From an optimization exercise on the open Yosys and OpenROAD flow, aimed at small area and a short achievable clock period; shortcuts taken in it are not production practice.
Only simulation tests tie the RTL to the original design; equivalence was not proved.
Power is estimated from default activity; no workload was simulated.

**flow/run.sh**
```bash
#!/bin/bash
# synth_recipe.tcl (not shown) runs the flow's synth.tcl, then flattens the netlist and writes it again
# the make line also repeats each setting of config.mk as NAME=value (left out here)
make -C /OpenROAD-flow-scripts/flow DESIGN_CONFIG=/design/flow/config.mk WORK_HOME=/design/flow/orfs CLKGATE_MAP_FILE= SYNTH_SCRIPT=/design/flow/synth_recipe.tcl finish
```
**flow/config.mk**
```make
export PLATFORM = sky130hd
export DESIGN_NAME = data_mem_responder
export DESIGN_NICKNAME = data_mem_responder
export VERILOG_FILES = /design/flow/design.v
export SDC_FILE = /design/flow/constraint.sdc
export NUM_CORES = 4
export LEC_CHECK = 0
export CAP_MARGIN = 20
export CORE_MARGIN = 2
export CORE_UTILIZATION = 30
export SLEW_MARGIN = 20
```
**flow/constraint.sdc**
```tcl
create_clock -name core_clock -period 4.6 [get_ports {CLK}]
set_input_delay 0.9200 -clock core_clock [delete_from_list [all_inputs] [get_ports {CLK}]]
set_output_delay 0.9200 -clock core_clock [all_outputs]
set_load 0.01 [all_outputs]
```
**flow/design.v**
```verilog
module data_mem_responder #(
    parameter int ADDR_WIDTH = 6,
    parameter int LATENCY    = 2
) (
    input  logic        CLK,
    input  logic        reset,
    input  logic [31:0] Addressmem,
    input  logic [31:0] WriteDataMem,
    input  logic        memWrite,
    input  logic        memRead,
    output logic [31:0] ReadDataMem,
    output logic        memReady,
    output logic        memError,
    output logic        memStall,
    output logic [1:0]  fsm_state_o
);
    localparam int         DEPTH  = 2 ** ADDR_WIDTH;
    localparam logic [3:0] LAT_M1 = 4'(LATENCY - 1);
    typedef enum logic [1:0] {
        IDLE = 2'd0,
        BUSY = 2'd1,
        RESP = 2'd2
    } state_t;
    state_t      state_q;
    logic [3:0]  cnt_q;
    logic [31:0] addr_q;
    logic [31:0] wdata_q;
    logic        wr_q;
    logic        rd_q;
    logic [31:0] rdata_q;
    logic        ready_q;
    logic        error_q;
    logic [31:0] mem [DEPTH];
    logic                  req;
    logic                  finish;
    logic [31:0]           acc_addr;
    logic [31:0]           acc_data;
    logic                  acc_wr;
    logic                  acc_rd;
    logic                  acc_err;
    logic [ADDR_WIDTH-1:0] acc_idx;
    assign req = memRead | memWrite;
    always_comb begin
        acc_addr = addr_q;
        acc_data = wdata_q;
        acc_wr   = wr_q;
        acc_rd   = rd_q;
        if (state_q == IDLE) begin
            acc_addr = Addressmem;
            acc_data = WriteDataMem;
            acc_wr   = memWrite;
            acc_rd   = memRead;
        end
    end
    assign acc_idx = acc_addr[ADDR_WIDTH+1:2];
    assign acc_err = (acc_addr[1:0] != 2'b00)
                   | ((acc_addr >> (ADDR_WIDTH + 2)) != 32'd0)
                   | (acc_wr & acc_rd);
    assign finish = ((state_q == IDLE) && req && (LATENCY == 1))
                  | ((state_q == BUSY) && (cnt_q == 4'd0));
    always_ff @(posedge CLK or negedge reset) begin
        if (!reset) begin
            state_q <= IDLE;
            cnt_q   <= 4'd0;
            addr_q  <= 32'd0;
            wdata_q <= 32'd0;
            wr_q    <= 1'b0;
            rd_q    <= 1'b0;
            rdata_q <= 32'd0;
            ready_q <= 1'b0;
            error_q <= 1'b0;
        end else begin
            ready_q <= 1'b0;
            error_q <= 1'b0;
            case (state_q)
                IDLE: begin
                    if (req) begin
                        addr_q  <= Addressmem;
                        wdata_q <= WriteDataMem;
                        wr_q    <= memWrite;
                        rd_q    <= memRead;
                        cnt_q   <= LAT_M1;
                        state_q <= (LATENCY == 1) ? RESP : BUSY;
                    end
                end
                BUSY: begin
                    if (cnt_q == 4'd0) begin
                        state_q <= RESP;
                    end else begin
                        cnt_q <= cnt_q - 4'd1;
                    end
                end
                RESP:    state_q <= IDLE;
                default: state_q <= IDLE;
            endcase
            if (finish) begin
                ready_q <= 1'b1;
                error_q <= acc_err;
                if (acc_err) begin
                    rdata_q <= 32'd0;
                end else if (acc_rd) begin
                    rdata_q <= mem[acc_idx];
                end
            end
        end
    end
    always_ff @(posedge CLK) begin
        if (reset && finish && acc_wr && !acc_err) begin
            mem[acc_idx] <= acc_data;
        end
    end
    assign ReadDataMem = rdata_q;
    assign memReady    = ready_q;
    assign memError    = error_q;
    assign memStall    = req & ~ready_q;
    assign fsm_state_o = state_q;
endmodule
```
==> metrics.md, run 1 <==
| Metric | Value |
|---|---|
| Status | `complete, no violations` |
| Hold Crit Class | `reg -> reg` |
| Hold Crit Depth | `1` |
| Post-synthesis async set-or-reset flop share | `4.92%` |
| Final setup fails | `0` |
| Worst reg-to-reg setup slack | `0.66 ns` |
| Avg Inst Size Synth | `14.9 um2` |
| Routed Antenna Nets | `0` |
| M3 GR Usage | `under 10%` |
| PortBufs | `104` |
| Synthesized instance count | `5519` |
| Top FF cell, synth | `edfxtp_1` |
| Die ar. | `279000 um2` |
| Total track usage | `21.5%` |
| Final hold vios | `0` |
| Iteration-0 DRC count of the detailed router | `a little under 10000` |
| Drc violations | `0` |
| Pins Over Slew Limit | `0` |
| H-tree depth | `4` |
| Area post-placement | `around 90000 um2` |
| PwrDens | `699 nW/um2` |
| I/O pin count | `around 110` |
| TritonCTS clock tree | `built` |
| FF-to-FF path depth | `11` |
| Initial Util | `30.1%` |
| First-pass GRT wire length | `421 mm` |
| Die height | `528 um` |
| Post-synthesis cell area | `82500 um2` |
| Data arrival time of the critical path | `4.47 ns` |
| Synthesis warning total | `1` |
| Rows | `192` |
| GRT Max-Usage Layer | `met2` |
| Layout cell share with drive strength beyond 1 | `14.5%` |
| Critical Path End Type | `flop` |
| HP Start | `addr_q[8]$_DFFE_PN0P_` |
| Post-DP HPWL | `approximately 180 mm` |
| WL final | `309 mm` |
| Post-route minimum period | `3.94 ns` |
| Rel. slew slack | `16.7%` |
| Routed wire per std cell | `32.1 um` |
| CP cell instances | `nor4_1 -> nand3_1 -> nor3_1 -> buf_4 -> inv_1 -> nor2_1 -> buf_4 -> nand2_1 -> buf_12 -> nor2_4 -> buf_12` |
| Final Skew | `around 0.057 ns` |
| Maximum cell stage delay along the critical path | `0.75 ns` |
| Met2 Usage GRT | `32.7%` |
| Maximum clock path buffer count | `3` |
| Fmax | `0.253 GHz` |
| Setup bufs post-CTS | `0` |
| Cell variety after synth | `80` |
| R2r startpoint | `addr_q[23]$_DFFE_PN0P_` |
| Worst Hold Endpoint | `addr_q[8]$_DFFE_PN0P_` |
| Post-synthesis sequential area ratio | `77.8%` |
| RePlAce Congestion | `0.892` |
| Via-per-instance ratio | `5.79` |
| Critical Path RT | `between 5 and 6 ns` |
| Worst-margin pin slew | `1.24 ns` |
| Clk latency of the worst-skew pair | `0.90 ns` |
| Largest net degree at the start of global routing | `88` |
| Reg-to-reg endpoint | `mem[39][31]$_DFFE_PP_` |
| Leak | `31.8 nW` |
| Unrepaired setup endpoints after global routing | `false` |
| Via count | `between 50000 and 60000` |
| Period utilization | `85.8%` |
| Vias in the first global route | `51700` |
| Fin Setup TNS | `0 ns` |
| Nets | `5912` |
| Design area | `between 90000 and 100000 um2` |
| CTS sink count | `~2200` |
| Seq cells post-synth | `2154` |
| Gr ovfl total | `0` |
| Largest vdd supply drop | `0.518 mV` |
| Syn nets | `~5600` |
| CP max stage cell | `nor2_4` |
| Maximum capacitance violations | `0` |
| Worst-path clk slew | `0.06 ns` |
| Root Driver | `clkbuf_16` |
| Die X | `528 um` |
| Num CTS Buffers | `approximately 210` |
| 1st-pass router iterations | `8` |
| EDFF count, synth | `2048` |
| GRT met1 Usage | `29.0%` |
| Area Overhead vs Synth | `19.1%` |
| CP max FO | `18` |
| Worst setup SP type | `flop` |
| Initial antenna violation count | `18` |
| WS Path Type | `reg -> reg` |
| Core area | `274000 um2` |
## sequential cells by signal, indices dropped and copies added, names as in the netlist
register and flops:
addr_q 32, cnt_q 4, error_q 1, mem 2048, rd_q 1, rdata_q 32, ready_q 1, state_q 2
wdata_q 32, wr_q 1
## cells in the final DEF (no fill, tap or decap), types with 17 or more instances in the layout
master              n
clkdlybuf4s50_1   103
nor2_1            116
dfrtp_1           106
a32oi_1           180
clkinv_2           31
o22a_1             33
mux2_2             75
o22ai_1           229
a31oi_1           137
buf_12            119
clkinv_1           53
nand2_2            37
edfxtp_1         2048
nand3_1           206
nand2_1          1086
a21oi_1           282
nor3_1             35
o21ai_0            51
and3_1             35
a32o_1             29
inv_1              17
nor4_1             43
clkbuf_1           56
buf_4             245
a211oi_1           49
mux2i_1            84
clkbuf_16         214
nor2_4             68
o221ai_1           23
## critical path, delay by kind of cell, from the launching register on
family	cells	cell delay, ns
DFF	1	0.37
buffers and inverters	5	1.05
and+or+nand+nor	6	2.16
## report_power, final
| group | switching (mW) | total, mW | internal, mW |
|---|---|---|---|
| clock | 7.73 | 17.4 | 9.65 |
| combinational | 18.6 | 25.1 | 6.57 |
| sequential | 0.270 | 26.1 | 25.9 |
| total | 26.6 | 68.6 | 42.1 |
## per-stage QoR
stage | instances | worst slack [ns] | utilization (%) | hold WS, ns | total power [mW]
2_1_floorplan | 5519 | 0.212 | - | 0.465 | 39.5
3_3_place_gp | 9217 | 0.122 | 33.4 | 0.489 | 50.6
3_5_place_dp | 9217 | 0.0812 | 33.4 | 0.498 | 51.0
4_1_cts | 9618 | 0.568 | 35.9 | 0.503 | 68.1
5_1_grt | 9618 | 0.512 | 35.9 | 0.525 | 70.3
6_report | 9621 | 0.655 | 35.9 | 0.507 | 68.6
## worst max-delay path by stage
stage | slack (ns) | endpoint | start
2_1_floorplan | 0.21 | mem[12][0]$_DFFE_PP_ | Addressmem[4]
3_5_place_dp | 0.08 | rdata_q[21]$_DFFE_PN0P_ | Addressmem[4]
6_report | 0.66 | mem[39][31]$_DFFE_PP_ | addr_q[23]$_DFFE_PN0P_
5_1_grt | 0.51 | mem[39][31]$_DFFE_PP_ | addr_q[24]$_DFFE_PN0P_
3_3_place_gp | 0.12 | rdata_q[30]$_DFFE_PN0P_ | Addressmem[2]
4_1_cts | 0.57 | mem[47][27]$_DFFE_PP_ | addr_q[23]$_DFFE_PN0P_
## layout make-up
cell class,instances,area (um2)
repair buffers,469,5270
well taps,3589,4490
inverters,17,63.8
multi-input cells,2989,17300
flip-flops and latches,2154,64200
fillers,25500,175000
diodes,3,7.51
clock buffers,278,5680
clock inverters,122,1260
## synth_stat cells (all sizes together), types with 11 or more instances
library cell	instances	share of area, %
nand3	207	1.3
o211ai	13	0.12
o21ai	55	0.33
a32o	29	0.35
edfxtp	2048	75
a31oi	137	1.0
nor3	36	0.22
a2bb2oi	13	0.14
nand2	1130	5.1
dfrtp	106	3.2
a22oi	11	0.12
nor4	43	0.33
o22ai	230	1.8
mux2i	85	1.0
o31ai	14	0.13
o2111ai	13	0.14
o22a	34	0.36
nor2	185	0.86
buf	247	1.5
or3	11	0.083
mux2	75	1.0
and3	35	0.27
a32oi	180	1.9
a21oi	284	1.7
a211oi	49	0.45
inv	17	0.077
clkbuf	112	0.51
o221ai	23	0.24
## cells by family (layout without fill, tap and decap cells)
| kind of cell | after synthesis | after routing | synth area share, % |
|---|---|---|---|
| simple gates | 1678 | 1678 | 8.46 |
| mux | 161 | 161 | 2.08 |
| fa+ha+maj | 1 | 1 | 0.0152 |
| compound gates | 1147 | 1147 | 9.51 |
| xor+xnor | 2 | 2 | 0.0212 |
| other cells | 0 | 3 | 0 |
| buf+inv | 376 | 886 | 2.11 |
| flops | 2154 | 2154 | 77.8 |
## repair_timing
item,in CTS,in global routing
endpoints found under the setup margin,0,0
endpoints found under the hold margin,34,0
hold buffers,1,0
gates resized for setup,0,0
## layer usage
layer / vias to the layer above / wire length (um)
met5: - / 56
met4: 8 / 16600
met3: 785 / 41000
met2: 4387 / 137000
met1: 28500 / 115000
li1: 22100 / -
==> run 2, diff against run 1 <==
==> flow/design.v (replaced) <==
module data_mem_responder #(
    parameter int ADDR_WIDTH = 6
) (
    input  logic        CLK,
    input  logic        reset,
    input  logic [31:0] Addressmem,
    input  logic [31:0] WriteDataMem,
    input  logic        memWrite,
    input  logic        memRead,
    output logic [31:0] ReadDataMem,
    output logic        memReady,
    output logic        memError,
    output logic        memStall,
    output logic [1:0]  fsm_state_o
);
    localparam int DEPTH = 2 ** ADDR_WIDTH;
    logic busy_q, ph_q, resp_q;
    logic wen_q;                        
    logic err_q;                        
    logic [ADDR_WIDTH-1:0] idx_q;       
    logic [31:0] rdata_q;
    logic [DEPTH*32-1:0] mem_q;
    logic req, err;
    assign req = memRead | memWrite;
    assign err = (Addressmem[1:0] != 2'b00)
               | (Addressmem[31:ADDR_WIDTH+2] != '0)
               | (memRead & memWrite);
    always_ff @(posedge CLK or negedge reset) begin
        if (!reset) begin
            busy_q <= 1'b0;
            ph_q   <= 1'b0;
            resp_q <= 1'b0;
            wen_q  <= 1'b0;
        end else begin
            busy_q <= (~busy_q & ~resp_q & req) | (busy_q & ~ph_q);
            ph_q   <= busy_q & ~ph_q;
            resp_q <= busy_q & ph_q;
            wen_q  <= busy_q & ~ph_q & memWrite & ~err;
        end
    end
    always_ff @(posedge CLK) begin
        idx_q <= Addressmem[ADDR_WIDTH+1:2];
        err_q <= err;
    end
    logic [DEPTH-1:0] sel;
    always_comb begin
        for (int w = 0; w < DEPTH; w++) sel[w] = (idx_q == w[ADDR_WIDTH-1:0]);
    end
    always_ff @(posedge CLK) begin
        for (int w = 0; w < DEPTH; w++) begin
            if (wen_q & sel[w]) mem_q[w*32 +: 32] <= WriteDataMem;
        end
    end
    logic [31:0] rd;
    always_comb begin
        rd = '0;
        for (int w = 0; w < DEPTH; w++) rd = rd | ({32{sel[w]}} & mem_q[w*32 +: 32]);
    end
    always_ff @(posedge CLK) begin
        rdata_q <= err_q ? 32'd0 : rd;
    end
    assign ReadDataMem = rdata_q;
    assign memReady    = resp_q;
    assign memError    = resp_q & err_q;
    assign memStall    = req & ~resp_q;
    assign fsm_state_o = {resp_q, busy_q};
endmodule
==> run 2 against run 1 <==
- clock power hardly changed
- final area shrank 8.6%
- total power decreased by 43%
- worst setup slack worse by 0.49 ns
- synthesized area fell by 8.1%
- routed wire length fell by 14%
- die area fell by 8.1%
- fmax decreased by 11%
- sequential power shrank about 20%
- via count decreased by 18%
- non-clock buffer count down 104
- still clean
- core utilization shrank 0.14 points
==> metrics.md, run 2 <==
| Metric | Value |
|---|---|
| Status | `complete, no violations` |
| Cts repair resizes | `0` |
| Post-synthesis sequential area ratio | `82.4%` |
| Fin Setup TNS | `0 ns` |
| Maximum clock path buffer count | `3` |
| Routed Antenna Nets | `0` |
| Post-DP HPWL | `162 mm` |
| CP max stage cell | `nor4_1` |
| Post-synthesis cell area | `75700 um2` |
| CP cell instances | `buf_4 -> or4b_1 -> nor2_4 -> a2111oi_2 -> nand3_1 -> nor4_1 -> a31oi_1` |
| Reg-to-reg endpoint | `rdata_q[16]$_SDFF_PP0_` |
| Maximum cell stage delay along the critical path | `1.00 ns` |
| Unrepaired setup endpoints after global routing | `false` |
| Seq cells post-synth | `2091` |
| PortBufs | `104` |
| Rel. slew slack | `11.1%` |
| Gr ovfl total | `0` |
| Largest regs | `mem_q: 2048 flops, rdata_q: 32 flops, idx_q: 6 flops` |
| Max FFs per register | `2048` |
| Top-area cell type share of the netlist area | `81.2%` |
| Synth cell count leaders | `edfxtp_1, a22oi_1, nand2_1, and3_1, buf_2` |
| CTS Hold Bufs | `0` |
| H-tree depth | `4` |
| Num CTS Buffers | `199` |
| Final hold vios | `0` |
| Largest net degree at the start of global routing | `65` |
| EDFF count, synth | `2048` |
| Post-synthesis async set-or-reset flop share | `0.191%` |
| Reg with most FFs | `mem_q` |
| Pins Over Slew Limit | `0` |
| Initial Util | `~30%` |
| Die X | `between 500 and 600 um` |
| R2r startpoint | `idx_q[3]$_DFF_P_` |
| Most common cell in the synthesized netlist | `edfxtp_1` |
| Initial antenna violation count | `17` |
| Final Skew | `between 0.1 and 0.15 ns` |
| 1st-pass router iterations | `9` |
| Total track usage | `20.1%` |
| Maximum capacitance violations | `0` |
| CTS sink count | `2091` |
| Buffers & Inverters on Critical Path | `1` |
| Die ar. | `257000 um2` |
| Crit path to | `rdata_q[16]$_SDFF_PP0_` |
| Critical Path End Type | `flop` |
| Post-route minimum period | `4.43 ns` |
| Period utilization | `96.4%` |
| Worst Setup SP | `idx_q[3]$_DFF_P_` |
| TritonCTS clock tree | `built` |
| Largest vdd supply drop | `0.406 mV` |
| Final Power | `39.0 mW` |
| WL final | `265 mm` |
| Commonest non-fill, non-tap cells in the layout | `edfxtp_1, a22oi_1, buf_4` |
| Post-Place Worst Slack | `0.468 ns` |
| Via-per-instance ratio | `between 5 and 6` |
| Setup bufs post-CTS | `0` |
| PwrDens | `approximately 430 nW/um2` |
| Worst setup SP type | `flop` |
| Vias in the first global route | `43300` |
| Syn nets | `4191` |
| Worst-path clk slew | `0.07 ns` |
| Worst-margin pin slew | `1.33 ns` |
| Final setup fails | `0` |
| Area contributors post-synth | `edfxtp_1, a22oi_1, and3_1, dfxtp_1, nand2_1` |
| Layout cell share with drive strength beyond 1 | `around 17%` |
| Cell variety after synth | `58` |
| Synthesized instance count | `4123` |
| Rows | `184` |
| Yosys top cell by area | `edfxtp_1` |
| Fmax | `between 0.2 and 0.25 GHz` |
| WP depth | `7` |
| Area Overhead vs Synth | `18.6%` |
| Data arrival time of the critical path | `5.11 ns` |
| RePlAce Congestion | `0.911` |
| Die height | `506 um` |
| Post-route setup slack | `0.165 ns` |
| WS Path Type | `reg -> reg` |
| Top FF cell, synth | `edfxtp_1` |
| Critical Path RT | `5.28 ns` |
| Cells after DPL | `7595` |
| CP max FO | `21` |
| Root Driver | `clkbuf_16` |
| Via count | `about 45000` |
| Nets | `4516` |
| Clk latency of the worst-skew pair | `0.91 ns` |
| Hold Crit Class | `in -> async` |
| Commonest non-fill, non-tap cell in the layout | `edfxtp_1` |
| Worst reg-to-reg setup slack | `0.17 ns` |
| Avg Inst Size Synth | `18.4 um2` |
| Drc violations | `0` |
| FF-to-FF path depth | `7` |
| Iteration-0 DRC count of the detailed router | `7667` |
| Layout Cells excl Fill | `about 8000` |
| Synthesis warning total | `1` |
| Core area | `about 250000 um2` |
| Routed wire per std cell | `33.3 um` |
| Leak | `between 20 and 30 nW` |
| Top delay family on crit path | `simple AND/OR/NAND/NOR gates` |
| I/O pin count | `105` |
| Post-Route Utilization | `between 30 and 40%` |
| First-pass GRT wire length | `between 300 and 400 mm` |
## run 2: changes by cell type in the layout (fill, tap and decap cells not counted), moves of 74 or more
cell,before,now
a21oi_1,282,5
a22oi_1,5,878
a31oi_1,137,26
a32oi_1,180,1
and3_1,35,140
buf_12,119,37
dfrtp_1,106,4
mux2_2,75,1
mux2i_1,84,4
nand2_1,1086,190
nand3_1,206,57
nand4_1,2,101
nor2_1,116,9
o22ai_1,229,0
## run 2: layout make-up
cell class	instances	area, um2
Timing Repair Buffer	365	3340
Tap cell	3348	4190
Multi-Input combinational cell	1789	13000
Fill cell	23100	161000
Antenna cell	7	17.5
Sequential cell	2091	62400
Inverter	2	7.51
Clock buffer	258	5310
Clock inverter	119	1590
## run 2: stage by stage
stage | hold WS, ns | cell area [um2]
global placement | 0.433 | 82800
finish | 0.312 | 89800
detailed placement | 0.449 | 82900
floorplan | 0.416 | 75700
global route | 0.294 | 89800
CTS | 0.252 | 89800
## run 2: worst min path at each step
stage	endpoint	slack (ns)	depth (start not counted)
detailed placement	ph_q$_DFF_PN0_	0.45	1
global route	busy_q$_DFF_PN0_	0.29	1
floorplan	ph_q$_DFF_PN0_	0.42	1
global placement	ph_q$_DFF_PN0_	0.43	1
finish	busy_q$_DFF_PN0_	0.31	1
CTS	busy_q$_DFF_PN0_	0.25	1
## run 2: layer usage
layer / global-route usage, % / wire [um] / vias to the layer above
li1: - / - / 17900
met1: 26.4 / 97400 / 23500
met2: 30.9 / 119000 / 3379
met3: 5.21 / 34000 / 727
met4: 9.87 / 15200 / 6
met5: 0 / 46 / -
## run 2: logic make-up (layout without fill, tap and decap cells)
| group | after synthesis | in the layout | synth area share [%] |
|---|---|---|---|
| AO/OA/AOI/OAI | 1015 | 1015 | 10.4 |
| buffers and inverters | 243 | 744 | 1.69 |
| flip-flops | 2091 | 2091 | 82.4 |
| multiplexers | 5 | 5 | 0.0677 |
| other | 0 | 7 | 0 |
| AND/OR/NAND/NOR | 769 | 769 | 5.52 |
## run 2: power by group
part           internal, mW  switching (mW)
Sequential             20.9          0.0261
Clock                  9.76            7.34
Combinational         0.239           0.738
==> run 3, diff against run 2 <==
--- a/flow/config.mk
+++ b/flow/config.mk
@@ -8,4 +8,6 @@
 export CAP_MARGIN = 20
 export CORE_MARGIN = 2
-export CORE_UTILIZATION = 30
+export CORE_UTILIZATION = 45
+export SETUP_SLACK_MARGIN = 1.4
 export SLEW_MARGIN = 20
+export TNS_END_PERCENT = 100
==> run 3 against run 2 <==
- first-iteration DRC count grew 3.0%
- clock skew is 0.083 ns lower
- routed wire length is 0.20% lower
- largest cell class unchanged
- still clean on timing, DRC and antenna
- largest power group unchanged
- synthesized cell count unchanged
- critical endpoint is now rdata_q[1]$_SDFF_PP0_
- sequential power about the same
- worst hold slack got worse by 0.020 ns
==> metrics.md, run 3 <==
| Metric | Value |
|---|---|
| Status | `complete, no violations` |
| Hold Crit Class | `in -> async` |
| WS Path Type | `reg -> reg` |
| 1st-pass router iterations | `8` |
| Core area | `167000 um2` |
| Fin Setup TNS | `0 ns` |
| Critical Path RT | `5.36 ns` |
| Worst-margin pin slew | `1.29 ns` |
| Root Driver | `clkbuf_16` |
| H-tree depth | `4` |
| Initial Util | `45.3%` |
| Post-synthesis sequential area ratio | `82.4%` |
| Synthesized instance count | `4123` |
| Post-DP HPWL | `159 mm` |
| PwrDens | `~430 nW/um2` |
| Nets | `4602` |
| Cells after DPL | `around 6400` |
| Vias in the first global route | `42800` |
| Final Power | `approximately 38 mW` |
| Initial antenna violation count | `9` |
| CP max FO | `16` |
| Largest vdd supply drop | `0.334 mV` |
| Fmax | `0.311 GHz` |
| Area post-placement | `81400 um2` |
| Yosys top cell by area | `edfxtp_1` |
| Die X | `~410 um` |
| Cell variety after synth | `58` |
| Routed Antenna Nets | `0` |
| FILL cells | `around 13000` |
| Top FF cell, synth | `edfxtp_1` |
| Routed wire per std cell | `38.3 um` |
| Data arrival time of the critical path | `3.98 ns` |
| Gr ovfl total | `0` |
| Post-synthesis async set-or-reset flop share | `less than 1%` |
| PortBufs | `104` |
| I/O pin count | `roughly 110` |
| Maximum clock path buffer count | `3` |
| Critical Path End Type | `flop` |
| Layout Cells excl Fill | `about 7000` |
| Layout cell share with drive strength beyond 1 | `18.4%` |
| Period utilization | `70.0%` |
| Area contributors post-synth | `edfxtp_1, a22oi_1, and3_1, dfxtp_1, nand2_1` |
| Pins Over Slew Limit | `0` |
| Via-per-instance ratio | `around 6.6` |
| Commonest non-fill, non-tap cells in the layout | `edfxtp_1, a22oi_1, buf_4` |
| Maximum capacitance violations | `0` |
| WL final | `265 mm` |
| Most common cell in the synthesized netlist | `edfxtp_1` |
| First-pass GRT wire length | `roughly 360 mm` |
| Drc violations | `0` |
| Area Overhead vs Synth | `17.7%` |
| Design area | `89100 um2` |
| Die height | `a little over 400 um` |
| Rows | `150` |
| Rel. slew slack | `13.8%` |
| Synthesis warning total | `1` |
| Num CTS Buffers | `around 200` |
| TritonCTS clock tree | `built` |
| EDFF count, synth | `2048` |
| Total track usage | `30.3%` |
| Reg with most FFs | `mem_q` |
| Worst setup SP type | `flop` |
| CTS sink count | `2091` |
| Commonest non-fill, non-tap cell in the layout | `edfxtp_1` |
| Largest regs | `mem_q: 2048 flops, rdata_q: 32 flops, idx_q: 6 flops` |
| Die ar. | `172000 um2` |
| Max FFs per register | `2048` |
| Final setup fails | `0` |
| Syn nets | `4191` |
| Post-synthesis cell area | `75700 um2` |
| Synth cell count leaders | `edfxtp_1, a22oi_1, nand2_1, and3_1, buf_2` |
| Top-area cell type share of the netlist area | `81.2%` |
| Avg Inst Size Synth | `roughly 18 um2` |
| Clk latency of the worst-skew pair | `approximately 0.86 ns` |
| Post-route minimum period | `3.22 ns` |
| Unrepaired setup endpoints after global routing | `true` |
| Iteration-0 DRC count of the detailed router | `7895` |
| Worst-path clk slew | `0.07 ns` |
| Seq cells post-synth | `2091` |
| Final hold vios | `0` |
| Leak | `28.7 nW` |
| Largest net degree at the start of global routing | `65` |
| Final Skew | `0.0408 ns` |
| Post-Route Utilization | `between 50% and 60%` |
| Via count | `45800` |
| RePlAce Congestion | `0.907` |
==> run 3: cell types whose count changed in the layout (fill, tap and decap cells not counted), sizes merged <==
cell / change
diode: -2
bufinv: -16
nor2: +4
clkinv: -4
clkbuf: +15
clkinvlp: -1
inv: +3
buf: +82
==> run 3: logic make-up (layout without fill, tap and decap cells) <==
group | count (synthesis) | count (layout) | share of synthesized area, %
and+or+nand+nor | 769 | 773 | 5.52
other | 0 | 5 | 0
AOI/OAI and AO/OA | 1015 | 1015 | 10.4
buffers and inverters | 243 | 823 | 1.69
DFF | 2091 | 2091 | 82.4
muxes | 5 | 5 | 0.0677
==> run 3: through the flow <==
stage | hold slack [ns] | worst slack [ns]
after floorplan | 0.416 | 1.22
after global placement | 0.432 | 0.425
after detailed placement | 0.445 | 0.396
after CTS | 0.254 | 1.22
after global routing | 0.296 | 1.38
final | 0.292 | 1.38
==> run 3: layout make-up <==
cell class | instances | area [um2] | area share, %
Inverter | 2 | 7.51 | 0.00842
Sequential cell | 2091 | 62400 | 70.0
Clock buffer | 273 | 5480 | 6.14
Antenna cell | 5 | 12.5 | 0.0140
Timing Repair Buffer | 447 | 4310 | 4.83
Multi-Input combinational cell | 1793 | 13400 | 15.0
Tap cell | 2204 | 2760 | 3.09
Clock inverter | 101 | 820 | 0.920
==> run 3: repair_timing <==
item / CTS / global route
pin swaps: 22 / 5
setup endpoints to repair: 354 / 41
cloned: 4 / 0
buffers inserted: 89 / 10
hold buffers: 0 / 0
resized for setup: 52 / 21
==> run 3: critical path, cell delays in order, from the launching register on <==
cell and delay [ns]:
dfxtp_2 0.50, buf_4 0.34, nand4b_4 0.44, nor2_2 1.15, a22oi_1 0.22, nand4_1 0.17
nor3_1 0.12, a41oi_1 0.16
==> run 3: path summary, 6_finish.rpt <==
check | start | endpoint | slack (ns) | depth (start not counted)
setup / recovery | idx_q[0]$_DFF_P_ | rdata_q[1]$_SDFF_PP0_ | 1.38 | 7
setup reg to reg | idx_q[0]$_DFF_P_ | rdata_q[1]$_SDFF_PP0_ | 1.38 | 7
hold / removal | reset | resp_q$_DFF_PN0_ | 0.29 | 1
min in group core_clock | ph_q$_DFF_PN0_ | ph_q$_DFF_PN0_ | 0.45 | 1
max in group asynchronous | reset | busy_q$_DFF_PN0_ | 4.14 | 1
hold reg to reg | ph_q$_DFF_PN0_ | ph_q$_DFF_PN0_ | 0.45 | 1
==> run 3: metal layers <==
layer  routed length (um)  global-route usage [%]
met3                32900                    7.15
met1                94800                    40.2
met2               122000                    47.1
met5                   53                       0
met4                15600                    15.4
==> run 3: power by group <==
group | switching, mW | internal, mW | total [mW] | leakage (nW)
registers | 0.0196 | 20.9 | 20.9 | 18.8
clock network | 7.09 | 8.94 | 16.0 | 3.07
logic | 0.779 | 0.284 | 1.06 | 6.88
total | 7.89 | 30.1 | 38.0 | 28.7
==> run 4, diff against run 3 <==
--- a/flow/config.mk
+++ b/flow/config.mk
@@ -9,5 +9,5 @@
 export CORE_MARGIN = 2
 export CORE_UTILIZATION = 45
-export SETUP_SLACK_MARGIN = 1.4
+export SETUP_SLACK_MARGIN = 2.0
 export SLEW_MARGIN = 20
 export TNS_END_PERCENT = 100
==> run 4 against run 3 <==
- combinational power up 13%
- final area rose by 3.3%
- critical endpoint is now rdata_q[24]$_SDFF_PP0_
- core utilization up 1.8 points
- routed wire length is 6.7% higher
- clock power about the same
==> metrics.md, run 4 <==
| Metric | Value |
|---|---|
| Rows | `150` |
| Min Hold Slack | `0.272 ns` |
| Synthesized instance count | `4123` |
| Area post-placement | `81800 um2` |
| Yosys top cell by area | `edfxtp_1` |
| Area Overhead vs Synth | `21.6%` |
| H-tree depth | `4` |
| WL final | `283 mm` |
| Leak | `30.4 nW` |
| WS Path Type | `reg -> reg` |
| Worst-path clk slew | `approximately 0.070 ns` |
| Largest net degree at the start of global routing | `65` |
| First-pass GRT wire length | `377 mm` |
| Hold Crit Class | `in -> async` |
| Synthesis warning total | `1` |
| Routed Antenna Nets | `0` |
| Maximum clock path buffer count | `3` |
| Synth cell count leaders | `edfxtp_1, a22oi_1, nand2_1, and3_1, buf_2` |
| 1st-pass router iterations | `6` |
| Final hold vios | `0` |
| Post-synthesis sequential area ratio | `82.4%` |
| Core area | `167000 um2` |
| Worst reg-to-reg setup slack | `1.87 ns` |
| Max FFs per register | `2048` |
| Commonest non-fill, non-tap cell in the layout | `edfxtp_1` |
| Reg with most FFs | `mem_q` |
| Worst-margin pin slew | `1.17 ns` |
| CTS sink count | `2091` |
| Buffers & Inverters on Critical Path | `3` |
| Rel. slew slack | `22.1%` |
| Initial Util | `45.3%` |
| Die height | `between 400 and 500 um` |
| Post-synthesis async set-or-reset flop share | `0.191%` |
| Status | `complete, no violations` |
| Area contributors post-synth | `edfxtp_1, a22oi_1, and3_1, dfxtp_1, nand2_1` |
| CP max stage cell | `nor4_4` |
| Initial antenna violation count | `10` |
| Maximum cell stage delay along the critical path | `0.51 ns` |
| Post-synthesis cell area | `75700 um2` |
| FF-to-FF path depth | `9` |
| Largest vdd supply drop | `0.412 mV` |
| WP depth | `9` |
| Top-area cell type share of the netlist area | `81.2%` |
| Commonest non-fill, non-tap cells in the layout | `edfxtp_1, a22oi_1, buf_4` |
| Worst setup SP type | `flop` |
| Clk latency of the worst-skew pair | `slightly below 0.9 ns` |
| CP cell instances | `or4_1 -> buf_6 -> nor2_4 -> buf_12 -> a2111oi_4 -> nand3_4 -> nor4_4 -> buf_4 -> a31oi_1` |
| Num CTS Buffers | `between 150 and 200` |
| Routed wire per std cell | `39.8 um` |
| Maximum capacitance violations | `0` |
| Total track usage | `32.2%` |
| Critical Path RT | `5.29 ns` |
| Iteration-0 DRC count of the detailed router | `8564` |
| Pins Over Slew Limit | `0` |
| PortBufs | `104` |
| Post-Route Utilization | `55.1%` |
| Data arrival time of the critical path | `3.42 ns` |
| Die ar. | `172000 um2` |
| Vias in the first global route | `44600` |
| Seq cells post-synth | `2091` |
| Largest regs | `mem_q: 2048 flops, rdata_q: 32 flops, idx_q: 6 flops` |
| Post-route minimum period | `2.73 ns` |
| Root Driver | `clkbuf_16` |
| TritonCTS clock tree | `built` |
| Nets | `4787` |
| Avg Inst Size Synth | `between 15 and 20 um2` |
| RePlAce Congestion | `0.902` |
| Via count | `48000` |
| CP max FO | `12` |
| Syn nets | `4191` |
| Final setup fails | `0` |
| Die X | `414 um` |
| Most common cell in the synthesized netlist | `edfxtp_1` |
| Design area | `92100 um2` |
| Cell variety after synth | `58` |
| Layout cell share with drive strength beyond 1 | `23.1%` |
| Final Skew | `0.0387 ns` |
| Gr ovfl total | `0` |
| Via-per-instance ratio | `between 6 and 7` |
| I/O pin count | `105` |
| Fmax | `0.366 GHz` |
| Critical Path End Type | `flop` |
| Drc violations | `0` |
| EDFF count, synth | `~2000` |
| Top FF cell, synth | `edfxtp_1` |
| Unrepaired setup endpoints after global routing | `true` |
| Period utilization | `59.4%` |
| Top delay family on crit path | `simple AND/OR/NAND/NOR gates` |
| Fin Setup TNS | `0 ns` |
| PwrDens | `414 nW/um2` |
| Post-DP HPWL | `164 mm` |
==> run 4: final timing paths <==
path	startpoint	to
min in group core_clock	ph_q$_DFF_PN0_	ph_q$_DFF_PN0_
min	reset	ph_q$_DFF_PN0_
max	idx_q[2]$_DFF_P_	rdata_q[24]$_SDFF_PP0_
min reg2reg	ph_q$_DFF_PN0_	ph_q$_DFF_PN0_
max reg2reg	idx_q[2]$_DFF_P_	rdata_q[24]$_SDFF_PP0_
max in group asynchronous	reset	wen_q$_DFF_PN0_
==> run 4: area by class of cell <==
class / instances / area (um2)
multi-input cells: 1795 / 14200
fillers: 12700 / 75200
diodes: 11 / 27.5
inverters: 2 / 7.51
well taps: 2204 / 2760
flip-flops and latches: 2091 / 62400
clock inverters: 99 / 877
repair buffers: 630 / 6380
clock buffers: 276 / 5390
==> run 4: kinds of logic after synthesis <==
kind of cell / after synthesis / synth area share (%)
DFF: 2091 / 82.4
and+or+nand+nor: 769 / 5.52
muxes: 5 / 0.0677
AOI/OAI and AO/OA: 1015 / 10.4
buffers and inverters: 243 / 1.69
==> run 4: worst register-to-register path, delay by kind of cell (launching register included) <==
kind            cells  cell delay (ns)
compound gates      2             0.51
simple gates        4             0.97
flops               1             0.46
buf+inv             3             0.63
==> run 4: metrics by stage <==
step / instances / setup WS, ns / power [mW]
2_1_floorplan: 4123 / 1.49 / 21.6
3_3_place_gp: 6483 / 0.326 / 22.3
3_5_place_dp: 6489 / 0.256 / 22.3
4_1_cts: 7036 / 1.84 / 38.1
5_1_grt: 7098 / 1.89 / 38.9
6_report: 7108 / 1.87 / 38.1
==> run 4: what timing repair did <==
| action | 4_1_cts | 5_1_grt |
|---|---|---|
| pin swaps | 79 | 61 |
| setup endpoints to repair | 1587 | 156 |
| setup buffers | 166 | 57 |
| hold buffers | 0 | 0 |
| gates resized for setup | 244 | 102 |
| cloned | 6 | 3 |
==> run 4: metal layers <==
layer	GRT usage, %	wire length, um
met4	17.9	18700
met3	8.41	37900
met2	48.9	127000
met5	0	51
met1	42.3	99000
==> run 4: where the power goes <==
group          internal (mW)  switching [mW]  total [mW]
logic                  0.367           0.837        1.20
registers               20.9          0.0186        20.9
clock network           8.83            7.17        16.0
==> run 5, diff against run 4 <==
--- a/flow/design.v
+++ b/flow/design.v
@@ -15,8 +15,13 @@
 );
     localparam int DEPTH = 2 ** ADDR_WIDTH;
+    localparam int LO_W  = ADDR_WIDTH / 2;
+    localparam int HI_W  = ADDR_WIDTH - LO_W;
+    localparam int LO_N  = 2 ** LO_W;
+    localparam int HI_N  = 2 ** HI_W;
     logic busy_q, ph_q, resp_q;
     logic wen_q;                        
     logic err_q;                        
-    logic [ADDR_WIDTH-1:0] idx_q;       
+    logic [LO_N-1:0] lo_q;
+    logic [HI_N-1:0] hi_q;
     logic [31:0] rdata_q;
     logic [DEPTH*32-1:0] mem_q;
@@ -40,10 +45,12 @@
     end
     always_ff @(posedge CLK) begin
-        idx_q <= Addressmem[ADDR_WIDTH+1:2];
+        for (int i = 0; i < LO_N; i++) lo_q[i] <= (Addressmem[LO_W+1:2] == i[LO_W-1:0]);
+        for (int j = 0; j < HI_N; j++)
+            hi_q[j] <= (Addressmem[ADDR_WIDTH+1:LO_W+2] == j[HI_W-1:0]) & ~err;
         err_q <= err;
     end
     logic [DEPTH-1:0] sel;
     always_comb begin
-        for (int w = 0; w < DEPTH; w++) sel[w] = (idx_q == w[ADDR_WIDTH-1:0]);
+        for (int w = 0; w < DEPTH; w++) sel[w] = hi_q[w / LO_N] & lo_q[w % LO_N];
     end
     always_ff @(posedge CLK) begin
@@ -58,5 +65,5 @@
     end
     always_ff @(posedge CLK) begin
-        rdata_q <= err_q ? 32'd0 : rd;
+        rdata_q <= rd;
     end
     assign ReadDataMem = rdata_q;
--- a/flow/config.mk
+++ b/flow/config.mk
@@ -9,5 +9,5 @@
 export CORE_MARGIN = 2
 export CORE_UTILIZATION = 45
-export SETUP_SLACK_MARGIN = 2.0
+export SETUP_SLACK_MARGIN = 2.4
 export SLEW_MARGIN = 20
 export TNS_END_PERCENT = 100
==> run 5 against run 4 <==
- via count is 3.2% lower
- non-clock buffer count shrank 176
- clock skew down 0.011 ns
- final area is 0.22% higher
- highest routed layer unchanged
- die area up 0.91%
- critical path depth shrank 6
- worst setup slack better by 0.22 ns
- sequential cell count rose by 10
==> metrics.md, run 5 <==
| Metric | Value |
|---|---|
| Status | `complete, no violations` |
| Yosys top cell by area | `edfxtp_1` |
| Worst-margin pin slew | `1.12 ns` |
| Worst setup SP type | `flop` |
| H-tree depth | `4` |
| Post-Route Utilization | `54.6%` |
| Synthesis warning total | `1` |
| Routed Antenna Nets | `0` |
| Commonest non-fill, non-tap cells in the layout | `edfxtp_1, a22oi_1, nand2_1` |
| Post-synthesis async set-or-reset flop share | `0.190%` |
| EDFF count, synth | `2048` |
| Maximum capacitance violations | `0` |
| Vias in the first global route | `43900` |
| Final Power | `roughly 38 mW` |
| CTS Hold Bufs | `0` |
| Top-area cell type share of the netlist area | `80.5%` |
| Die ar. | `173000 um2` |
| Die height | `between 400 and 500 um` |
| Avg Inst Size Synth | `roughly 18 um2` |
| Post-synthesis sequential area ratio | `81.9%` |
| RePlAce Congestion | `0.800` |
| Total track usage | `between 20% and 30%` |
| Area contributors post-synth | `edfxtp_1, a22oi_1, a222oi_1, a22o_1, dfxtp_1` |
| Leak | `30.0 nW` |
| Unrepaired setup endpoints after global routing | `true` |
| Post-Place Worst Slack | `1.48 ns` |
| Largest vdd supply drop | `between 0.3 and 0.4 mV` |
| Critical Path End Type | `output port` |
| Reg with most FFs | `mem_q` |
| Cell variety after synth | `41` |
| Critical Path RT | `3.68 ns` |
| Rows | `between 150 and 200` |
| Clk latency of the worst-skew pair | `0.83 ns` |
| Core area | `169000 um2` |
| Area Overhead vs Synth | `20.7%` |
| Root Driver | `clkbuf_16` |
| Worst-path clk slew | `0.06 ns` |
| Maximum clock path buffer count | `3` |
| CP max FO | `3` |
| TritonCTS clock tree | `built` |
| Switch share | `20.7%` |
| Nets | `roughly 4600` |
| Syn nets | `4274` |
| Max FFs per register | `2048` |
| Top FF cell, synth | `edfxtp_1` |
| Iteration-0 DRC count of the detailed router | `7332` |
| Most common cell in the synthesized netlist | `edfxtp_1` |
| Hold Crit Class | `in -> async` |
| Period utilization | `roughly 55%` |
| Clock network power share | `42.1%` |
| Die X | `416 um` |
| Layout cell share with drive strength beyond 1 | `21.5%` |
| Pins Over Slew Limit | `0` |
| Final Skew | `about 0.028 ns` |
| Reg power frac | `54.9%` |
| Commonest non-fill, non-tap cell in the layout | `edfxtp_1` |
| PwrDens | `between 400 and 500 nW/um2` |
| Final hold vios | `0` |
| Seq cells post-synth | `2101` |
| Largest net degree at the start of global routing | `65` |
| Post-route setup slack | `between 2 and 2.5 ns` |
| Post-route minimum period | `between 2 and 3 ns` |
| WS Path Type | `reg -> out` |
| Net Switching | `between 7 and 8 mW` |
| Post-synthesis cell area | `76400 um2` |
| Rel. slew slack | `25.6%` |
| Int Pwr | `30.3 mW` |
| First-pass GRT wire length | `about 350 mm` |
| Drc violations | `0` |
| I/O pin count | `~110` |
| 1st-pass router iterations | `8` |
| Synthesized instance count | `4206` |
| Post-DP HPWL | `between 100 and 150 mm` |
| Comb pwr share | `3.0%` |
| Via-per-instance ratio | `6.67` |
| Num CTS Buffers | `202` |
| Largest regs | `mem_q: 2048 flops, rdata_q: 32 flops` |
| Via count | `46500` |
| Fmax | `0.398 GHz` |
| Fin Setup TNS | `0 ns` |
| CTS sink count | `2101` |
| Layout Cells excl Fill | `6963` |
| Initial antenna violation count | `19` |
| Final setup fails | `0` |
| Cells after DPL | `between 6000 and 7000` |
| Synth cell count leaders | `edfxtp_1, a22oi_1, nand2_1, clkbuf_1, a222oi_1` |
| Initial Util | `45.2%` |
| WL final | `257 mm` |
| PortBufs | `104` |
| Gr ovfl total | `0` |
| Data arrival time of the critical path | `1.59 ns` |
| Routed wire per std cell | `36.8 um` |
-- run 5: changes by cell type in the layout (fill, tap and decap cells not counted), moves of 75 or more --
| cell | change |
|---|---|
| a22oi_1 | -287 |
| buf_4 | -212 |
| a222oi_1 | +130 |
| nor2_4 | -128 |
| and3_1 | -114 |
| a22o_1 | +96 |
| a21oi_1 | +75 |
-- run 5: layout make-up --
cell class / instances / area [um2]
clock inverters: 101 / 772
inverters: 42 / 170
clock buffers: 271 / 5520
fillers: 12800 / 76800
repair buffers: 454 / 6110
multi-input cells: 1765 / 14200
well taps: 2218 / 2780
diodes: 11 / 27.5
flip-flops and latches: 2101 / 62700
-- run 5: metrics by stage --
stage | cell area, um2 | hold slack [ns]
floorplan | 76600 | 0.412
global placement | 80000 | 0.432
detailed placement | 80000 | 0.434
CTS | 91500 | 0.264
global route | 92300 | 0.298
finish | 92300 | 0.298
-- run 5: final timing paths --
check / start / end / slack [ns] / depth (start not counted)
min: reset / wen_q$_DFF_PN0_ / 0.30 / 1
max in group asynchronous: reset / wen_q$_DFF_PN0_ / 4.11 / 1
min reg2reg: ph_q$_DFF_PN0_ / ph_q$_DFF_PN0_ / 0.44 / 1
max reg2reg: lo_q[4]$_DFF_P_ / rdata_q[8]$_DFF_P_ / 2.13 / 8
min in group core_clock: WriteDataMem[28] / mem_q[124]$_DFFE_PP_ / 0.32 / 1
max: resp_q$_DFF_PN0_ / memError / 2.09 / 3
-- run 5: repair_timing --
item	4_1_cts	5_1_grt
resized for setup	631	77
gates cloned	64	10
hold endpoints to repair	0	0
pin swaps	214	80
setup buffers	149	30
setup endpoints to repair	1990	807
-- run 5: power groups by stage --
stage | Sequential, mW | Combinational, mW | Clock, mW
after floorplan | 21.4 | 0.326 | 0
final | 21.0 | 1.16 | 16.1
after global routing | 21.0 | 1.21 | 16.9
after global placement | 21.5 | 0.809 | 0
after detailed placement | 21.5 | 0.830 | 0
after CTS | 21.0 | 1.10 | 16.1
-- run 5: critical path, stage by stage (launching register included) --
cell,delay (ns)
dfrtp_1,0.41
buf_6,0.13
and2_4,0.12
buf_6,0.11
-- run 5: logic make-up (layout without fill, tap and decap cells) --
| logic type | count (synthesis) | after routing | share of synthesized area [%] |
|---|---|---|---|
| buffers and inverters | 366 | 868 | 2.10 |
| AND/OR/NAND/NOR | 518 | 544 | 3.41 |
| other | 0 | 11 | 0 |
| AO/OA/AOI/OAI | 1221 | 1221 | 12.6 |
| flip-flops | 2101 | 2101 | 81.9 |
-- run 5: routing by layer --
layer / wire length (um) / up-vias / global-route usage [%] / part of all wire (%)
met3: 29100 / 557 / 6.61 / 11
met2: 119000 / 3137 / 45.0 / 46
met1: 96100 / 24200 / 39.1 / 37
met5: 34 / - / 0 / 0.013
li1: - / 18600 / - / -
met4: 12200 / 6 / 12.0 / 4.8
==> run 6, diff against run 5 <==
--- a/flow/config.mk
+++ b/flow/config.mk
@@ -9,4 +9,6 @@
 export CORE_MARGIN = 2
 export CORE_UTILIZATION = 45
+export CTS_CLUSTER_DIAMETER = 80
+export CTS_CLUSTER_SIZE = 30
 export SETUP_SLACK_MARGIN = 2.4
 export SLEW_MARGIN = 20
==> run 6 against run 5 <==
- still clean on timing, DRC and antenna
- sequential cell count unchanged
- die area unchanged
- global-route usage down 0.97 points
- routed wire length down 3.9%
- fmax up 0.33%
- synthesized cell count unchanged
- largest cell class unchanged
==> metrics.md, run 6 <==
| Metric | Value |
|---|---|
| Worst-path clk slew | `0.11 ns` |
| Synth cell count leaders | `edfxtp_1, a22oi_1, nand2_1, clkbuf_1, a222oi_1` |
| Root Driver | `clkbuf_16` |
| Post-synthesis sequential area ratio | `81.9%` |
| Largest vdd supply drop | `0.379 mV` |
| Design area | `88300 um2` |
| Commonest non-fill, non-tap cells in the layout | `edfxtp_1, a22oi_1, nand2_1` |
| Period utilization | `a little over half` |
| Worst setup SP type | `flop` |
| Rows | `151` |
| Die height | `416 um` |
| Largest net degree at the start of global routing | `65` |
| Post-route minimum period | `2.51 ns` |
| FILL cells | `13100` |
| CP max FO | `2` |
| Vias in the first global route | `42400` |
| GRT Max-Usage Layer | `met2` |
| Post-Route Utilization | `52.2%` |
| Seq cells post-synth | `~2100` |
| Most common cell in the synthesized netlist | `edfxtp_1` |
| Total track usage | `27.9%` |
| Largest family of logic cells by synthesized area | `compound AO/OA/AOI/OAI gates` |
| CTS Hold Bufs | `0` |
| Routed Antenna Nets | `0` |
| Core area | `169000 um2` |
| H-tree depth | `3` |
| Net Switching | `6.98 mW` |
| Via count | `44800` |
| Max FFs per register | `approximately 2000` |
| WL final | `247 mm` |
| Initial Util | `a little under half` |
| Pins Over Slew Limit | `0` |
| Comb pwr share | `3.6%` |
| XOR/XNOR Fraction of Synth Area | `0%` |
| Yosys top cell by area | `edfxtp_1` |
| Routed wire per std cell | `36.8 um` |
| Rel. slew slack | `a little over a quarter` |
| Die X | `416 um` |
| Unrepaired setup endpoints after global routing | `true` |
| Adder-cell area share of the yosys netlist | `0%` |
| Commonest non-fill, non-tap cell in the layout | `edfxtp_1` |
| Via-per-instance ratio | `approximately 6.7` |
| Critical Path End Type | `output port` |
| Largest regs | `mem_q: 2048 flops, rdata_q: 32 flops` |
| RePlAce Congestion | `between 0.7 and 0.8` |
| Cell variety after synth | `41` |
| Fmax | `0.399 GHz` |
| Synthesis warning total | `1` |
| Area contributors post-synth | `edfxtp_1, a22oi_1, a222oi_1, a22o_1, dfxtp_1` |
| CTS sink count | `2101` |
| Worst-margin pin slew | `1.10 ns` |
| Top-area cell type share of the netlist area | `80.5%` |
| Leak | `around 28 nW` |
| Final Skew | `0.0278 ns` |
| Post-Place Worst Slack | `1.48 ns` |
| WS Path Type | `reg -> out` |
| Most frequent CP cell | `buf_6` |
| Post-DP HPWL | `119 mm` |
| CP max stage cell | `dfrtp_1` |
| EDFF count, synth | `2048` |
| Gr ovfl total | `0` |
| Area Overhead vs Synth | `15.5%` |
| Post-route setup slack | `2.09 ns` |
| Final setup fails | `0` |
| CP cell instances | `buf_6 -> buf_6 -> nor2_4 -> buf_6` |
| Iteration-0 DRC count of the detailed router | `7239` |
| PortBufs | `~100` |
| Layout cell share with drive strength beyond 1 | `19.1%` |
| Complex-gate fraction of the synthesized area | `12.6%` |
| Critical Path RT | `between 3 and 4 ns` |
| Status | `complete, no violations` |
| Met2 Usage GRT | `44.1%` |
| 1st-pass router iterations | `8` |
| I/O pin count | `105` |
| Initial antenna violation count | `22` |
| Reg with most FFs | `mem_q` |
| Nets | `about 4500` |
| Post-synthesis async set-or-reset flop share | `0.190%` |
| Reg power frac | `64.6%` |
| Min Hold Slack | `0.366 ns` |
| Final hold vios | `0` |
| PwrDens | `368 nW/um2` |
| Syn nets | `between 4000 and 5000` |
| Clock network power share | `a little under a third` |
| Synthesized instance count | `4206` |
| Switch share | `21.5%` |
| Top FF cell, synth | `edfxtp_1` |
| Hold Crit Class | `in -> async` |
| Data arrival time of the critical path | `approximately 1.6 ns` |
| First-pass GRT wire length | `around 340 mm` |
| Avg Inst Size Synth | `18.2 um2` |
| Post-synthesis mux area share | `0%` |
| Num CTS Buffers | `91` |
| GRT met1 Usage | `38.3%` |
| Drc violations | `0` |
| Fin Setup TNS | `0 ns` |
| Maximum cell stage delay along the critical path | `0.40 ns` |
| Die ar. | `~170000 um2` |
| TritonCTS clock tree | `built` |
| Area post-placement | `80000 um2` |
| Int Pwr | `25.5 mW` |
| Maximum capacitance violations | `0` |
| Post-Synth Simple-Gate Area | `3.41%` |
| M3 GR Usage | `5.97%` |
| Maximum clock path buffer count | `3` |
| Post-synthesis cell area | `76400 um2` |
| Clk latency of the worst-skew pair | `about 0.75 ns` |
## run 6: cell count changes in the layout (fill, tap and decap cells not counted), sizes merged
| cell | previous run | this run |
|---|---|---|
| clkbuf | 275 | 115 |
| bufbuf | 11 | 5 |
| clkinv | 79 | 19 |
| bufinv | 11 | 3 |
| and3 | 112 | 108 |
| buf | 404 | 378 |
| and2 | 25 | 21 |
| diode | 11 | 4 |
| inv | 49 | 59 |
## run 6: cells by family (layout without fill, tap and decap cells)
logic type	count (synthesis)	in the layout
flops	2101	2101
simple gates	518	536
buf+inv	366	618
compound gates	1221	1221
other cells	0	4
## run 6: per-layer routing
layer / wire length (um) / part of all wire (%)
met4: 10300 / 4.2
met1: 94500 / 38
met5: 64 / 0.026
met3: 26000 / 11
met2: 116000 / 47
## run 6: layout make-up
cell class                      instances  area [um2]  share of cell area [%]
Sequential cell                      2101       62700                    71.1
Multi-Input combinational cell       1757       14200                    16.0
Timing Repair Buffer                  423        5450                    6.17
Tap cell                             2218        2780                    3.14
Clock buffer                          110        2420                    2.74
Clock inverter                         43         551                   0.624
Inverter                               42         173                   0.196
Antenna cell                            4        10.0                  0.0113
## run 6: repair_timing
action,in CTS,in global routing
endpoints found under the setup margin,1990,504
pin swaps,172,115
resized for setup,584,105
hold endpoints to repair,0,0
buffers inserted,130,28
gates cloned,50,6
## run 6: path summary, 6_finish.rpt
check,from,to,slack [ns],cells after the start
worst max-delay path,resp_q$_DFF_PN0_,memStall,2.09,4
worst min-delay path,reset,busy_q$_DFF_PN0_,0.37,1
worst max register to register,hi_q[2]$_DFF_P_,rdata_q[24]$_DFF_P_,2.17,7
worst min register to register,ph_q$_DFF_PN0_,ph_q$_DFF_PN0_,0.47,1
max in group asynchronous,reset,wen_q$_DFF_PN0_,4.03,1
min in group core_clock,WriteDataMem[28],mem_q[156]$_DFFE_PP_,0.39,1
## run 6: power by group through the flow
stage	combinational [mW]	sequential (mW)	clock (mW)
floorplan	0.326	21.4	0
detailed placement	0.830	21.5	0
finish	1.18	21.0	10.3
CTS	1.12	21.0	10.3
global placement	0.809	21.5	0
global route	1.23	21.0	11.0
## run 6: critical path: cells and delay by family, from the launching register on
family	cells	cell delay, ns
DFF	1	0.40
buffers and inverters	3	0.35
and+or+nand+nor	1	0.09
## run 6: stage by stage
step                total power [mW]  instances
floorplan                       21.7       4206
global placement                22.3       6326
detailed placement              22.3       6327
CTS                             32.4       6660
global route                    33.2       6696
finish                          32.5       6698
==> run 7, diff against run 6 <==
--- a/flow/design.v
+++ b/flow/design.v
@@ -19,7 +19,7 @@
     localparam int LO_N  = 2 ** LO_W;
     localparam int HI_N  = 2 ** HI_W;
-    logic busy_q, ph_q, resp_q;
+    logic idle_q, b1_q, b2_q, resp_q;
+    logic busy_q, nrdy_q, errr_q;
     logic wen_q;                        
-    logic err_q;                        
     logic [LO_N-1:0] lo_q;
     logic [HI_N-1:0] hi_q;
@@ -33,13 +33,21 @@
     always_ff @(posedge CLK or negedge reset) begin
         if (!reset) begin
+            idle_q <= 1'b1;
+            b1_q   <= 1'b0;
+            b2_q   <= 1'b0;
+            resp_q <= 1'b0;
             busy_q <= 1'b0;
-            ph_q   <= 1'b0;
-            resp_q <= 1'b0;
+            nrdy_q <= 1'b1;
+            errr_q <= 1'b0;
             wen_q  <= 1'b0;
         end else begin
-            busy_q <= (~busy_q & ~resp_q & req) | (busy_q & ~ph_q);
-            ph_q   <= busy_q & ~ph_q;
-            resp_q <= busy_q & ph_q;
-            wen_q  <= busy_q & ~ph_q & memWrite & ~err;
+            idle_q <= resp_q | (idle_q & ~req);
+            b1_q   <= idle_q & req;
+            b2_q   <= b1_q;
+            resp_q <= b2_q;
+            busy_q <= (idle_q & req) | b1_q;
+            nrdy_q <= ~b2_q;
+            errr_q <= b2_q & err;
+            wen_q  <= b1_q & memWrite & ~err;
         end
     end
@@ -48,5 +56,4 @@
         for (int j = 0; j < HI_N; j++)
             hi_q[j] <= (Addressmem[ADDR_WIDTH+1:LO_W+2] == j[HI_W-1:0]) & ~err;
-        err_q <= err;
     end
     logic [DEPTH-1:0] sel;
@@ -69,6 +76,6 @@
     assign ReadDataMem = rdata_q;
     assign memReady    = resp_q;
-    assign memError    = resp_q & err_q;
-    assign memStall    = req & ~resp_q;
+    assign memError    = errr_q;
+    assign memStall    = req & nrdy_q;
     assign fsm_state_o = {resp_q, busy_q};
 endmodule
==> run 7 against run 6 <==
- sequential share of layout area up 0.91 points
- count of clock-buffer cells in the layout up 6
- worst setup slack about the same
- non-clock buffer count down 29
- global-route usage down 0.60 points
- total power down 1.8%
- register-to-register slack worse by 0.08 ns
- core utilization down 0.59 points
- clock skew up 0.013 ns
- critical path depth up 4
- first-iteration DRC count down 6.4%
- largest cell class unchanged
- largest power group unchanged
==> metrics.md, run 7 <==
| Metric | Value |
|---|---|
| WS Path Type | `reg -> reg` |
| Core area | `around 170000 um2` |
| Seq cells post-synth | `between 2000 and 2500` |
| Yosys top cell by area | `edfxtp_1` |
| Die X | `416 um` |
| Rel. slew slack | `27.1%` |
| Via-per-instance ratio | `6.63` |
| Vias in the first global route | `41500` |
| Commonest non-fill, non-tap cell in the layout | `edfxtp_1` |
| 1st-pass router iterations | `8` |
| Pins Over Slew Limit | `0` |
| Initial Util | `45.3%` |
| PwrDens | `365 nW/um2` |
| Most common cell in the synthesized netlist | `edfxtp_1` |
| Top delay family on crit path | `simple AND/OR/NAND/NOR gates` |
| Worst setup SP type | `flop` |
| Root Driver | `clkbuf_16` |
| Post-DP HPWL | `120 mm` |
| PortBufs | `104` |
| H-tree depth | `3` |
| CTS sink count | `2104` |
| Synthesized instance count | `between 4000 and 5000` |
| TritonCTS clock tree | `built` |
| RePlAce Congestion | `0.806` |
| Fin Setup TNS | `0 ns` |
| Largest vdd supply drop | `0.294 mV` |
| CP max FO | `17` |
| Unrepaired setup endpoints after global routing | `true` |
| Multi-input gate area | `approximately 14000 um2` |
| Commonest non-fill, non-tap cells in the layout | `edfxtp_1, a22oi_1, nand2_1` |
| Routed Antenna Nets | `0` |
| Period utilization | `a little over half` |
| Nets | `4448` |
| Maximum capacitance violations | `0` |
| Die height | `about 420 um` |
| Post-route setup slack | `2.09 ns` |
| CP cell instances | `buf_12 -> buf_12 -> buf_16 -> a22oi_1 -> a21oi_1 -> a221oi_1 -> nand4_1 -> or4_4` |
| WL final | `242 mm` |
| Area Overhead vs Synth | `14.1%` |
| Most frequent CP cell | `buf_12` |
| First-pass GRT wire length | `333 mm` |
| Fmax | `0.399 GHz` |
| Top-area cell type share of the netlist area | `80.4%` |
| Avg Inst Size Synth | `18.2 um2` |
| Post-synthesis sequential area ratio | `81.9%` |
| Final Skew | `0.0405 ns` |
| CTS Hold Bufs | `0` |
| Maximum clock path buffer count | `3` |
| Maximum cell stage delay along the critical path | `0.50 ns` |
| Rows | `151` |
| Initial antenna violation count | `16` |
| EDFF count, synth | `2048` |
| Drc violations | `0` |
| Routed wire per std cell | `36.4 um` |
| Layout Cells excl Fill | `6666` |
| Worst-path clk slew | `around 0.12 ns` |
| Cells after DPL | `6325` |
| Leak | `27.6 nW` |
| Register Area | `62800 um2` |
| Synthesis warning total | `1` |
| Post-Place Worst Slack | `1.47 ns` |
| Worst-margin pin slew | `1.09 ns` |
| Via count | `between 40000 and 50000` |
| Critical Path End Type | `flop` |
| Syn nets | `4277` |
| Post-synthesis async set-or-reset flop share | `less than 1%` |
| Buffers & Inverters on Critical Path | `3` |
| Final hold vios | `0` |
| Post-route minimum period | `about 2.5 ns` |
| Reg with most FFs | `mem_q` |
| Data arrival time of the critical path | `3.14 ns` |
| Synth cell count leaders | `edfxtp_1, a22oi_1, nand2_1, clkbuf_1, a222oi_1` |
| Status | `complete, no violations` |
| Final setup fails | `0` |
| Post-Route Utilization | `51.6%` |
| Max FFs per register | `2048` |
| Cell variety after synth | `43` |
| I/O pin count | `~110` |
| Clk latency of the worst-skew pair | `0.76 ns` |
| Post-synthesis cell area | `76500 um2` |
| Die ar. | `173000 um2` |
| Min Hold Slack | `0.383 ns` |
| CP max stage cell | `or4_4` |
| Largest regs | `mem_q: 2048 flops, rdata_q: 32 flops` |
| Top FF cell, synth | `edfxtp_1` |
| Critical Path RT | `5.23 ns` |
| FILL cells | `13300` |
| Total track usage | `between 20 and 30%` |
| Layout cell share with drive strength beyond 1 | `17.9%` |
| Largest net degree at the start of global routing | `81` |
| Area contributors post-synth | `edfxtp_1, a22oi_1, a222oi_1, a22o_1, dfxtp_1` |
| Gr ovfl total | `0` |
| Num CTS Buffers | `86` |
| Hold Crit Class | `reg -> reg` |
| Iteration-0 DRC count of the detailed router | `6778` |
==> run 7: where the power goes <==
part           internal [mW]  leakage (nW)  switching, mW
Sequential              21.0          18.9         0.0198
Combinational          0.275          7.37          0.702
Clock                   4.00          1.32           5.91
Total                   25.2          27.6           6.64
==> run 7: cell type report <==
cell class,count,share of cell area [%]
Tap cell,2218,3.18
Antenna cell,8,0.0229
Multi-Input combinational cell,1753,15.7
Timing Repair Buffer,394,5.78
Inverter,41,0.183
Sequential cell,2104,72.0
Clock buffer,116,2.67
Clock inverter,32,0.477
==> run 7: worst paths after layout <==
kind                                 startpoint             endpoint  slack (ns)  depth (start not counted)
worst max register to register  hi_q[1]$_DFF_P_  rdata_q[16]$_DFF_P_        2.09                          8
min in group asynchronous                 reset      wen_q$_DFF_PN0_        0.43                          1
worst max-delay path            hi_q[1]$_DFF_P_  rdata_q[16]$_DFF_P_        2.09                          8
worst min-delay path             b2_q$_DFF_PN0_     resp_q$_DFF_PN0_        0.38                          0
max in group asynchronous                 reset     idle_q$_DFF_PN1_        3.85                          1
worst min register to register   b2_q$_DFF_PN0_     resp_q$_DFF_PN0_        0.38                          0
==> run 7: cells by family after synthesis <==
kind of cell    after synthesis  synth area share, %
compound gates             1221                 12.6
buf+inv                     365                 2.10
flops                      2104                 81.9
simple gates                519                 3.42
==> run 7: worst reg2reg max path, delay by kind of cell (launching register included) <==
kind,cells,cell delay (ns)
and+or+nand+nor,2,0.85
DFF,1,0.44
buffers and inverters,3,0.46
AOI/OAI and AO/OA,3,0.65
==> run 7: layer usage <==
metal	wire length, um	GRT usage [%]	part of all wire (%)
met3	26100	5.27	11
met1	93500	38.2	39
met4	8350	8.86	3.4
met2	114000	43.2	47
met5	34	0	0.014
==> run 7: metrics by stage <==
step / power [mW] / instance area [um2]
after floorplan: 21.7 / 76700
after global placement: 22.2 / 80100
after detailed placement: 22.2 / 80100
after CTS: 31.9 / 86500
after global routing: 32.6 / 87300
final: 31.9 / 87300
==> run 7: repair_timing <==
item | 4_1_cts | 5_1_grt
pin swaps | 181 | 97
gates resized for setup | 535 | 63
gates cloned | 34 | 7
setup buffers | 119 | 24
endpoints found under the setup margin | 2113 | 151

separate check: timing with driven ports:
No port has a modelled driver above. Below, the same layouts with a new extraction and two added sets of constraints. Step 1, drivers: a clkbuf_16 drives CLK and a buf_2 each remaining input, both assumed. Step 2, shift: input delay + t, output delay - t, t = (earliest + latest rising clock arrival at the registers) / 2. This alone moves slack from input paths to output paths. a / b / c = no drivers / after step 1 / after step 2; a / b = the first two.
| run | shift t [ns] | setup slack, ns | worst hold slack (ns) | worst setup path at the end |
|---|---|---|---|---|
| run 1 | 0.967 | 0.655 / 0.655 / 0.004 | 0.507 / 0.467 / 0.507 | input to register |
| run 2 | 0.948 | 0.165 / 0.165 / 0.165 | 0.312 / 0.247 / 0.452 | register to register |
| run 3 | 0.929 | 1.382 / 1.382 / 1.382 | 0.292 / 0.230 / 0.448 | register to register |
| run 4 | 0.939 | 1.867 / 1.867 / 1.867 | 0.272 / 0.219 / 0.454 | register to register |
| run 5 | 0.917 | 2.085 / 1.989 / 1.677 | 0.298 / 0.236 / 0.439 | input to register |
| run 6 | 0.843 | 2.093 / 1.997 / 1.877 | 0.366 / 0.304 / 0.471 | input to register |
| run 7 | 0.837 | 2.093 / 2.042 / 1.883 | 0.383 / 0.363 / 0.383 | input to register |
After both steps setup and hold are still met in every run listed. For run 1, which loses most, drivers alone change the setup slack by 0.000 ns; drivers and shift together by -0.651 ns.
